This design comes from an exercise in tuning for small area and a short achievable clock period on the open sky130 flow, not from production work.
RTL that was checked went through simulation tests only; none was proved equivalent to the original.
Power figures rest on the tool's default switching activity, not on a simulated workload.

==> flow/design.v (excerpt) <==
module mmio_event_queue
#(
  parameter int unsigned DEPTH = 8,
  parameter int unsigned CNT_W = $clog2(DEPTH + 1)
) (
  input  logic             clk,
  input  logic             rstn,
  input  logic [MMIOStruct::MMIO_W-1:0]          timer_mmio,
  input  logic [MMIOStruct::MMIO_W-1:0]          disp_mmio,
  input  logic [MMIOStruct::MMIO_W-1:0]          uart_mmio,
  input  logic             cosim_ready,
  output logic [MMIOStruct::MMIO_W-1:0]          cosim_mmio,
  output logic [CNT_W-1:0] count,
  output logic             overflow
);
  localparam int unsigned DW = MMIOStruct::MMIO_STORE;   
  logic [DW-1:0]    mem_q [DEPTH];
  logic [DW-1:0]    mem_d [DEPTH];
  logic [CNT_W-1:0] count_q, count_d;
  logic [DEPTH:0]   oh_q, oh_d;        
  logic [DEPTH-1:0] th_q, th_d;        
  logic             overflow_q, overflow_d;
  logic             t_st, d_st, u_st, rdy;
  logic [DEPTH:0]   base_oh;           
  logic [DEPTH-1:0] sel_t, sel_d, sel_u, sel_hold, sel_shift, go;
  assign t_st = timer_mmio[MMIOStruct::MMIO_STORE];
  assign d_st = disp_mmio[MMIOStruct::MMIO_STORE];
  assign u_st = uart_mmio[MMIOStruct::MMIO_STORE];
  assign rdy  = cosim_ready;
  always_comb begin
    base_oh[0] = oh_q[0] | (rdy & oh_q[1]);
    for (int unsigned k = 1; k < DEPTH; k++)
      base_oh[k] = rdy ? oh_q[k+1] : oh_q[k];
    base_oh[DEPTH] = !rdy & oh_q[DEPTH];
  end
  mmio_push_compact #(.DEPTH(DEPTH)) u_compact (
  ...
clock: 5.0 ns
lec_check: 0
cap_margin: 30
core_margin: 2
core_utilization: 40
cts_cluster_diameter: 150
cts_cluster_size: 25
setup_slack_margin: 2.8
slew_margin: 30
standard.sh (not shown) runs the stock make flow with config.mk's settings and CLKGATE_MAP_FILE= SYNTH_SCRIPT=/design/flow/synth_recipe.tcl, a recipe that flattens the netlist after the stock synthesis.
==> flow/flow/run.sh <==
#!/bin/bash
# The standard layout, with the ports buffered by small plain buffers rather
# than the delay buffers buffer_ports picks by default: buf_1 on the inputs
# (before global placement, as standard) and buf_2 on the outputs (at the
# start of the resize step, before repair_design sizes them).
set -euo pipefail
export BUFFER_PORTS_ARGS="-inputs -buffer_cell sky130_fd_sc_hd__buf_1"
export PRE_RESIZE_TCL="$(pwd)/flow/pre_resize.tcl"
bash standard.sh > standard.log 2>&1
==> flow/flow/pre_resize.tcl <==
# Buffer the outputs with buf_2 cells; the inputs were buffered with buf_1
# cells before global placement.
buffer_ports -outputs -buffer_cell sky130_fd_sc_hd__buf_2
==> next run, changes <==
==> flow/flow/run.sh (replaced) <==
#!/bin/bash
# The standard layout, with the ports buffered by buf_2 cells rather than
# the delay buffers buffer_ports picks by default.
set -euo pipefail
export BUFFER_PORTS_ARGS="-buffer_cell sky130_fd_sc_hd__buf_2"
bash standard.sh > standard.log 2>&1
CAP_MARGIN = 20   (was 30)
SETUP_SLACK_MARGIN = 2.6   (was 2.8)
SLEW_MARGIN = 20   (was 30)
removed: flow/flow/pre_resize.tcl
=> The changed run completed without violations; worst setup slack is worse by 190 ps; clock-buffer cell count does not change; worst hold slack is about the same.
==> next run, changes <==
CAP_MARGIN = 30   (was 20)
CTS_CLUSTER_DIAMETER = 100   (was 150)
CTS_CLUSTER_SIZE = 20   (was 25)
SETUP_SLACK_MARGIN = 2.8   (was 2.6)
SLEW_MARGIN = 30   (was 20)
=>
- combinational power came out higher by about 6%
- register-to-register slack is worse by 40 ps
- wire length increases by 1.7%
- via count climbs by about 1.2%
- total power is higher by about 4.3%
==> next run, changes <==
==> flow/flow/run.sh (replaced) <==
#!/bin/bash
# The standard layout, with the ports buffered by small plain buffers rather
# than the delay buffers buffer_ports picks by default: buf_1 on the inputs
# (before global placement, as standard) and buf_2 on the outputs (at the
# start of the resize step, before repair_design sizes them).
set -euo pipefail
export BUFFER_PORTS_ARGS="-inputs -buffer_cell sky130_fd_sc_hd__buf_1"
export PRE_RESIZE_TCL="$(pwd)/flow/pre_resize.tcl"
bash standard.sh > standard.log 2>&1
==> flow/flow/pre_resize.tcl (new file) <==
# Buffer the outputs with buf_2 cells; the inputs were buffered with buf_1
# cells before global placement.
buffer_ports -outputs -buffer_cell sky130_fd_sc_hd__buf_2
After rerunning:
- The new run passed the timing, design-rule and antenna checks
- setup slack improves by 53 ps
- wire length is about the same
- cell area goes down by 0.95%
- clock skew came out lower by 21 ps
- non-clock buffer count is higher by 2
- synthesized cell count is unchanged


== P ==
Another version of the RTL of mmio_event_queue (not shown whole).
For scale: about 4200 cells after synthesis, roughly 410 I/O pins, roughly 39000 um^2 of cells after synthesis.
Settings: LEC_CHECK=0, CAP_MARGIN=20, CORE_MARGIN=2, CORE_UTILIZATION=40, CTS_CLUSTER_DIAMETER=150, CTS_CLUSTER_SIZE=25, SETUP_SLACK_MARGIN=2.6, SLEW_MARGIN=20, SYNTH_HIERARCHICAL=1, SYNTH_MINIMUM_KEEP_SIZE=0; clock period 5.0 ns.
==> flow/flow/run.sh <==
#!/bin/bash
# The standard layout, with the ports buffered by buf_2 cells rather than
# the delay buffers buffer_ports picks by default.
set -euo pipefail
export BUFFER_PORTS_ARGS="-buffer_cell sky130_fd_sc_hd__buf_2"
bash standard.sh > standard.log 2>&1
The flow for P finished, though final verification flagged max-capacitance violations, max-slew violations.
#### Input delta (Q over P)
Settings: CTS_CLUSTER_SIZE: 25 -> 20; SLEW_MARGIN: 20 -> 30; SETUP_SLACK_MARGIN: 2.6 -> 2.8; CAP_MARGIN: 20 -> 30; CTS_CLUSTER_DIAMETER: 150 -> 100.
### Flow results
Q closes out successfully: all stages finished, all timing, DRC and antenna checks passed. Q: portion of total power attributed to the clock network is 2.2 points higher than what P reported. Final critical-path required period delta (Q − P): favourable. Looking at total detailed-routing wirelength, Q sits about 2.6% higher than P does. Going from P to Q, final RePlAce weighted congestion grew by a few percent.


Setup of run a:
Another version of the RTL of mmio_event_queue (not shown whole).
Design mmio_event_queue, start of the top module:
module mmio_event_queue
#(
  parameter int unsigned DEPTH = 8,
  parameter int unsigned CNT_W = $clog2(DEPTH + 1)
) (
  input  logic             clk,
  input  logic             rstn,
  input  logic [MMIOStruct::MMIO_W-1:0]          timer_mmio,
  input  logic [MMIOStruct::MMIO_W-1:0]          disp_mmio,
  input  logic [MMIOStruct::MMIO_W-1:0]          uart_mmio,
  input  logic             cosim_ready,
  output logic [MMIOStruct::MMIO_W-1:0]          cosim_mmio,
  output logic [CNT_W-1:0] count,
  output logic             overflow
);
Settings: LEC_CHECK=0, CAP_MARGIN=20, CORE_MARGIN=2, CORE_UTILIZATION=40, SLEW_MARGIN=20; clock period 5.0 ns.
run.sh (not shown) runs the stock make flow with config.mk's settings and CLKGATE_MAP_FILE= SYNTH_SCRIPT=/design/flow/synth_recipe.tcl, a recipe that flattens the netlist after the stock synthesis.
Stock flow here: none of the scripts above is used.
The following lists how run b was set up differently from run a:
Settings: an added SETUP_SLACK_MARGIN of 3.0.
==> notes.md <==
Power drawn by the combinational cells in run b vs run a: up about 70%
Summary: with run a as the reference, count of clock buffers in the final design in run b moved down by a few percent.
Summary: total design power, run b worse than run a
No run of this note included a check of the RTL's function; only the layout flow was run.


mmio_event_queue with an RTL version that a note above also has.
For scale: ~820 flip-flops, about 38000 µm² of cells after synthesis.
==> flow/config.mk <==
export PLATFORM = sky130hd
export DESIGN_NAME = mmio_event_queue
export DESIGN_NICKNAME = mmio_event_queue
export VERILOG_FILES = /design/flow/design.v
export SDC_FILE = /design/flow/constraint.sdc
export NUM_CORES = 4
export LEC_CHECK = 0
export CAP_MARGIN = 30
export CORE_MARGIN = 2
export CORE_UTILIZATION = 50
export CTS_CLUSTER_DIAMETER = 100
export CTS_CLUSTER_SIZE = 20
export SETUP_SLACK_MARGIN = 2.8
export SLEW_MARGIN = 30
==> flow/constraint.sdc <==
create_clock -name core_clock -period 5.0 [get_ports {clk}]
set_input_delay 1.0000 -clock core_clock [delete_from_list [all_inputs] [get_ports {clk}]]
set_output_delay 1.0000 -clock core_clock [all_outputs]
set_load 0.01 [all_outputs]
standard.sh (not shown) runs the stock make flow with config.mk's settings and CLKGATE_MAP_FILE= SYNTH_SCRIPT=/design/flow/synth_recipe.tcl, a recipe that flattens the netlist after the stock synthesis.
==> flow/flow/run.sh <==
#!/bin/bash
# The standard layout, with the ports buffered by small plain buffers rather
# than the delay buffers buffer_ports picks by default: buf_1 on the inputs
# (before global placement, as standard) and buf_2 on the outputs (at the
# start of the resize step, before repair_design sizes them).
set -euo pipefail
export BUFFER_PORTS_ARGS="-inputs -buffer_cell sky130_fd_sc_hd__buf_1"
export PRE_RESIZE_TCL="$(pwd)/flow/pre_resize.tcl"
bash standard.sh > standard.log 2>&1
==> flow/flow/pre_resize.tcl <==
# Buffer the outputs with buf_2 cells; the inputs were buffered with buf_1
# cells before global placement.
buffer_ports -outputs -buffer_cell sky130_fd_sc_hd__buf_2
Rerun with:
==> flow/flow/run.sh (replaced) <==
#!/bin/bash
# The standard layout, with the ports buffered by buf_2 cells rather than
# the delay buffers buffer_ports picks by default.
set -euo pipefail
export BUFFER_PORTS_ARGS="-buffer_cell sky130_fd_sc_hd__buf_2"
bash standard.sh > standard.log 2>&1
- CORE_UTILIZATION: 50 -> 40
- SETUP_SLACK_MARGIN: 2.8 -> 2.9
removed: flow/flow/pre_resize.tcl
The changed run went through all stages and came out clean.
Routed wire length barely changes.
Flip-flop and latch count does not change.
Hold slack stays flat.
Core utilization came out lower by 9.4 points.
Global-route usage came out lower by 9.1 points.
Setup slack improves by 67 ps.
Cell area came out higher by 4.5%.
Rerun with:
- CORE_UTILIZATION: 40 -> 55
- SETUP_SLACK_MARGIN: 2.9 -> 2.8
The changed run produced a clean layout.
Sequential share of layout area rises by 1.9 points.
Synthesized area stays the same.
Utilization rises by 14 points.
Non-clock buffer count falls by 61.
Cell area falls by a few percent.
Routed wire length falls by a few percent.
Clock-buffer cell count falls by 3.

-- re-timing with driven ports --
Ports are ideal in the flow. The routed layouts listed here were re-timed in OpenROAD.
Step 1 sets driving cells, clkbuf_16 on the clock port and buf_2 on the other inputs (assumed; they add their load-dependent delay and slew).
Step 2, shift: input delay + t, output delay - t, t = (earliest + latest rising clock arrival at the registers) / 2. This alone moves slack from input paths to output paths.
Three values: ideal ports, drivers, drivers and shift; two values: the first two.
run	shift t [ns]	slack for setup (ns)	worst hold slack (ns)	latest minus earliest clock arrival (ns)
the first run of note 1	0.688	2.798 / 2.728 / 2.062	0.468 / 0.468 / 0.468	0.055 / 0.056
the second run of note 1	0.700	2.605 / 2.542 / 1.843	0.468 / 0.468 / 0.468	0.041 / 0.041
the third run of note 1	0.698	2.731 / 2.630 / 1.932	0.459 / 0.459 / 0.459	0.056 / 0.056
the fourth run of note 1	0.700	2.784 / 2.714 / 2.014	0.479 / 0.479 / 0.479	0.030 / 0.030
P	0.684	2.577 / 2.541 / 1.896	0.478 / 0.478 / 0.478	0.026 / 0.026
Q	0.707	2.719 / 2.535 / 1.828	0.473 / 0.473 / 0.473	0.039 / 0.039
run a	0.721	1.327 / 1.309 / 0.588	0.474 / 0.474 / 0.474	0.028 / 0.028
run b	0.780	2.524 / 2.462 / 1.682	0.474 / 0.474 / 0.474	0.047 / 0.047
the first run of note 4	0.697	2.715 / 2.651 / 1.955	0.479 / 0.479 / 0.479	0.023 / 0.023
the second run of note 4	0.715	2.782 / 2.678 / 1.963	0.478 / 0.478 / 0.478	0.032 / 0.032
the third run of note 4	0.704	2.758 / 2.648 / 1.943	0.479 / 0.479 / 0.479	0.029 / 0.029
The setup slack of Q, which loses most, moves by -0.184 ns with the drivers and by -0.891 ns with both steps.
